This design comes from an exercise in tuning for small area, a short achievable clock period and few clock cycles per item on the open sky130 flow, not from production work.
Only simulation tests tie the RTL to the original design; equivalence was not proved.
Power is estimated from default activity; no workload was simulated.

// block_bitmap_allocator
module block_bitmap_allocator #(
   parameter int NUM_BLOCKS = bba_pkg::NUM_BLOCKS_DEF,
   parameter int WORD_BITS  = bba_pkg::WORD_BITS_DEF
) (
   input  logic                          clock,
   input  logic                          reset,
   input  logic                          req_valid,
   output logic                          req_ready,
   input  logic                          req_opcode,
   input  logic [bba_pkg::BLOCK_W-1:0]   req_block_number,
   output logic                          rsp_valid,
   input  logic                          rsp_ready,
   output logic [bba_pkg::BLOCK_W-1:0]   rsp_allocated_block,
   output logic [bba_pkg::STATUS_W-1:0]  rsp_status,
   input  logic                          csr_wr_en,
   input  logic [bba_pkg::COUNT_W-1:0]   csr_wr_data
);
Size in the first run: about 10000 cells after synthesis, ~4600 flip-flops, roughly 190000 sq um of cells after synthesis.
Settings: LEC_CHECK=0, ABC_CLOCK_PERIOD_IN_PS=3000, CAP_MARGIN=20, CORE_MARGIN=2, CORE_UTILIZATION=35, CTS_CLUSTER_DIAMETER=100, CTS_CLUSTER_SIZE=20, PLACE_DENSITY=0.5, SETUP_SLACK_MARGIN=4.5, SLEW_MARGIN=20; clock period 8.0 ns.
run.sh (not shown) runs the stock make flow with config.mk's settings and CLKGATE_MAP_FILE= SYNTH_SCRIPT=/design/flow/synth_recipe.tcl, a recipe that flattens the netlist after the stock synthesis.
Testbench counts at the start, summed over its fixed seeds: cycles 24,117, items 24,000.
Edit:
--- a/flow/design.v
+++ b/flow/design.v
@@ -419,24 +419,28 @@
    logic [AW-1:0]        s0_w_in, s1_w_in, s2_w_in;
    logic [WORD_BITS-1:0] s0_d_in, s1_d_in, s2_d_in;
    logic                 s0_l_in, s1_l_in, s2_l_in;
    logic [AW:0]          lb_in;
    logic                 exh_in;
    logic                 wr_load;
    logic [AW-1:0]        wr_a_in;
    logic [WORD_BITS-1:0] wr_d_in;
    logic [BLKW-1:0]      rs_b;
    logic [STW-1:0]       rs_s;
    logic                 p1_start;
    logic                 p2_done;
+   logic                 c_free;
+   logic                 a_shift;
+   assign c_free  = c_fire && c_op_ff == bba_pkg::OP_FREE;
+   assign a_shift = c_fire && c_op_ff == bba_pkg::OP_ALLOC && !s0_v_ff && s1_v_ff && a_any;
    always_comb begin
       s0_v_in = s0_v_ff; s0_w_in = s0_w_ff; s0_d_in = s0_d_ff; s0_l_in = s0_l_ff;
       s1_v_in = s1_v_ff; s1_w_in = s1_w_ff; s1_d_in = s1_d_ff; s1_l_in = s1_l_ff;
       s2_v_in = s2_v_ff; s2_w_in = s2_w_ff; s2_d_in = s2_d_ff; s2_l_in = s2_l_ff;
       lb_in   = lb_ff;
       exh_in  = exh_ff;
       kill    = 1'b0;
       wr_load = 1'b0;
       wr_a_in = src_w;
       wr_d_in = src_d | a_oh;
       rs_b    = '0;
       rs_s    = bba_pkg::ST_OK;
@@ -489,32 +493,32 @@
                end
                if (n_3) begin
                   lb_in  = (AW+1)'(ins3 ? xw : e2_w);
                   exh_in = 1'b0;
                   kill   = 1'b1;
                end
             end else begin
                exh_in = 1'b0;
                kill   = 1'b1;
             end
          end
       end
-      p2_done = p2_v_ff && !kill && (p2_n_ff || !s2_v_in);
-      if (p2_v_ff && !kill && p2_n_ff) begin
+      p2_done = p2_v_ff && !c_free && (p2_n_ff || a_shift || !s2_v_ff);
+      if (p2_v_ff && !c_free && p2_n_ff) begin
          exh_in = 1'b1;
-      end else if (p2_v_ff && !kill && !s2_v_in) begin
+      end else if (p2_done) begin
          lb_in = p2_wp1_ff;
-         if (s1_v_in) begin
+         if (a_shift ? s2_v_ff : s1_v_ff) begin
             s2_v_in = 1'b1; s2_w_in = p2_w_ff; s2_d_in = p2_d_ff; s2_l_in = p2_l_ff;
-         end else if (s0_v_in) begin
+         end else if (a_shift || s0_v_ff) begin
             s1_v_in = 1'b1; s1_w_in = p2_w_ff; s1_d_in = p2_d_ff; s1_l_in = p2_l_ff;
          end else begin
             s0_v_in = 1'b1; s0_w_in = p2_w_ff; s0_d_in = p2_d_ff; s0_l_in = p2_l_ff;
          end
       end
    end
    assign p1_start = !exh_ff && !p1_v_ff && !p2_v_ff && !pf_hold_ff;
    assign p2_go    = p1_v_ff && rdp_ff && !p2_v_ff;
    always_ff @(posedge clock) begin
       if (clear_ff || csr_q) begin
          s0_v_ff    <= !csr_q;
          s0_w_ff    <= AW'(0);
After rerunning:
- routed wire length increases by a few percent
- global-route usage increases by 0.58 points
- clock power barely changes
- power barely changes
- final area increases slightly
- final cell count increases slightly
- sequential share of layout area decreases by 0.51 points
- synthesized cell count decreases slightly
- setup slack gains 0.24 ns
- non-clock buffer count increases by 112
- die area hardly moves
- core utilization increases by 0.34 points
Testbench counts after the change, summed over its fixed seeds: cycles 24,117, items 24,000.

port drivers added, routing unchanged:
The flow's constraints put no driver on any port. The routed layouts listed below were extracted and timed again, unchanged, in two steps. Step 1, drivers: a clkbuf_16 drives clock and a buf_2 each remaining input, both assumed. Step 2, shift: input delay + t, output delay - t, t = (earliest + latest rising clock arrival at the registers) / 2. This alone moves slack from input paths to output paths. Slacks: ideal ports / drivers / drivers and shift; pairs: ideal ports / drivers.
run | t, ns | slack for setup (ns) | worst hold slack (ns) | worst register clock-pin slew, ns | worst slew at a driven data input, ns
the first run | 1.106 | 3.786 / 3.786 / 3.786 | 0.445 / 0.445 / 0.445 | 0.11 / 0.11 | 0.04
the second run | 1.098 | 4.024 / 4.024 / 4.024 | 0.446 / 0.446 / 0.446 | 0.10 / 0.10 | 0.14
After both steps setup and hold are still met in every run listed.
